From an optimization exercise on the open Yosys and OpenROAD flow, aimed at small area, a short achievable clock period and few clock cycles; shortcuts taken in it are not production practice. Only simulation tests tie the RTL to the original design; equivalence was not proved. Power figures rest on the tool's default switching activity, not on a simulated workload.

==> inputs of run Z <==
// lane
module lane (
  input  logic    clk_i,
  input  logic    rst_ni,
  input  logic [lane_isa_pkg::VinsnW-1:0]  insn_i,
  input  logic    insn_valid_i,
  output logic    insn_ready_o,
  input  logic [lane_isa_pkg::LduWrW-1:0] ldu_wr_i,
  input  logic    ldu_valid_i,
  output logic    ldu_ready_o,
  output logic [32-1:0]     stu_operand_o,
  output logic    stu_valid_o,
  input  logic    stu_ready_i,
  output logic    done_o,
  output logic [lane_isa_pkg::VidW-1:0]    done_id_o
);
==> module stream_buffer, before the edit <==
module stream_buffer #(
  parameter int unsigned Depth = 2
) (
  input  logic                                   clk_i,
  input  logic                                   rst_ni,
  input  logic [8-1:0][32-1:0] data_i,
  input  logic [$clog2(8)-1:0]         last_i,    
  input  logic                                   push_i,
  output logic                                   full_o,
  output logic                                   full_next_o,
  output logic [32-1:0]                  data_o,
  output logic                                   valid_o,
  input  logic                                   ready_i
);
  localparam int unsigned PtrW = (Depth > 1) ? $clog2(Depth) : 1;
  localparam int unsigned CntW = $clog2(Depth + 1);
  localparam int unsigned IdxW = $clog2(8);
  logic [8-1:0][32-1:0] mem_q [Depth];
  logic [IdxW-1:0]   last_q [Depth];
  logic [PtrW-1:0]   wr_ptr_q, rd_ptr_q;
  logic [CntW-1:0]   count_q, count_d;
  logic [IdxW-1:0]   idx_q;
  logic              o_valid_q;
  logic [32-1:0] o_data_q;
  logic              pop, load, free, bypass, keep;
  assign pop         = o_valid_q && ready_i;
  assign load        = (!o_valid_q || pop) && (count_q != '0);
  assign free        = load && (idx_q == last_q[rd_ptr_q]);
  assign bypass      = push_i && (!o_valid_q || pop) && (count_q == '0);
  assign keep        = push_i && !(bypass && (last_i == '0));
  assign count_d     = count_q + CntW'(keep) - CntW'(free);
  assign full_o      = (count_q == CntW'(Depth));
  assign full_next_o = (count_d == CntW'(Depth));
  assign data_o      = o_data_q;
  assign valid_o     = o_valid_q;
  always_ff @(posedge clk_i) begin
    if (keep) begin
      mem_q[wr_ptr_q]  <= data_i;
      last_q[wr_ptr_q] <= last_i;
    end
    if (load)        o_data_q <= mem_q[rd_ptr_q][idx_q];
    else if (bypass) o_data_q <= data_i[0];
  end
  always_ff @(posedge clk_i or negedge rst_ni) begin
    if (!rst_ni) begin
      wr_ptr_q  <= '0;
      rd_ptr_q  <= '0;
      count_q   <= '0;
      idx_q     <= '0;
      o_valid_q <= 1'b0;
    end else begin
      if (keep) wr_ptr_q <= (wr_ptr_q == PtrW'(Depth - 1)) ? '0 : wr_ptr_q + 1'b1;
      if (free) rd_ptr_q <= (rd_ptr_q == PtrW'(Depth - 1)) ? '0 : rd_ptr_q + 1'b1;
      if (load)        idx_q <= free ? '0 : idx_q + 1'b1;
      else if (keep && bypass) idx_q <= IdxW'(1);
      count_q <= count_d;
      if (load || bypass) o_valid_q <= 1'b1;
      else if (pop)       o_valid_q <= 1'b0;
    end
  end
endmodule
clock: 7.0 ns
lec_check: 0
cap_margin: 20
core_margin: 2
core_utilization: 55
setup_slack_margin: 4.0
slew_margin: 20
run.sh (not shown) runs the stock make flow with config.mk's settings and CLKGATE_MAP_FILE= SYNTH_SCRIPT=/design/flow/synth_recipe.tcl, a recipe that flattens the netlist after the stock synthesis.
==> run R: changes against run Z <==
--- a/flow/design.v
+++ b/flow/design.v
@@ -88,6 +88,7 @@
       last_q[wr_ptr_q] <= last_i;
     end
-    if (load)        o_data_q <= mem_q[rd_ptr_q][idx_q];
-    else if (bypass) o_data_q <= data_i[0];
+    o_data_q <= ({32{load}} & mem_q[rd_ptr_q][idx_q]) |
+                ({32{bypass}} & data_i[0]) |
+                ({32{!load && !bypass}} & o_data_q);
   end
   always_ff @(posedge clk_i or negedge rst_ni) begin
- CTS_CLUSTER_DIAMETER: not set -> 80
- CTS_CLUSTER_SIZE: not set -> 24
==> results.py <==
metrics = {
    "outcome": {
        "status": "finished clean",
    },
    "placed_design": {
        "placed_cell_area_sq_um": 152000,
        "pre_cts_slack_ps": 1500,
    },
    "cells_and_area": {
        "multi_input_cells": 5926,
    },
    "setup_path": {
        "r2r_setup_slack_ps": 4010,
    },
    "sta": {
        "finalCriticalPeriod_ps": 2990,
    },
    "drt": {
        "avgRoutedWirePerCell_microns": 38.1,
    },
    "power": {
        "sw_frac_of_total": 0.222,
    },
}
Source of the figures above: run R

==> results.py <==
metrics = {
    "placed_design": {
        "placed_cell_area_sq_um": 152000,
        "pre_cts_slack_ps": 2020,
    },
    "power": {
        "sw_frac_of_total": 0.226,
        "clkPwrFrac": 0.424,
    },
    "outcome": {
        "status": "finished clean",
    },
    "cells_and_area": {
        "multi_input_cells": 5840,
    },
    "drt": {
        "avgRoutedWirePerCell_microns": 38.3,
    },
    "sta": {
        "setup_viol": 0,
        "finalCriticalPeriod_ps": 3220,
    },
}
Source of the figures above: run Z

Testbench counts of run Z, summed over its fixed seeds: cycles 7,145.
Testbench counts of run R, summed over its fixed seeds: cycles 7,145.

[separate check: timing with driven ports]
No port has a modelled driver above. Below, the same layouts with a new extraction and two added sets of constraints.
Step 1, drivers: a clkbuf_16 drives clk_i and a buf_2 each remaining input, both assumed.
Step 2 adds t to the input delays and takes it off the output delays; t is the mean of the earliest and latest rising clock arrival at the registers after step 1. Input paths then give back, and output paths get back, about the clock's delay inside the block.
a / b / c = no drivers / after step 1 / after step 2; a / b = the first two.
| run | t, ns | setup WS [ns] | worst setup path after step 2 | latest minus earliest clock arrival (ns) |
|---|---|---|---|---|
| run Z | 1.048 | 3.784 / 3.679 / 2.969 | input to register | 0.047 / 0.048 |
| run R | 0.974 | 4.009 / 3.921 / 3.110 | input to register | 0.055 / 0.055 |
After both steps setup and hold are still met in every run listed. For run R, which loses most, drivers alone change the setup slack by -0.088 ns; drivers and shift together by -0.899 ns.
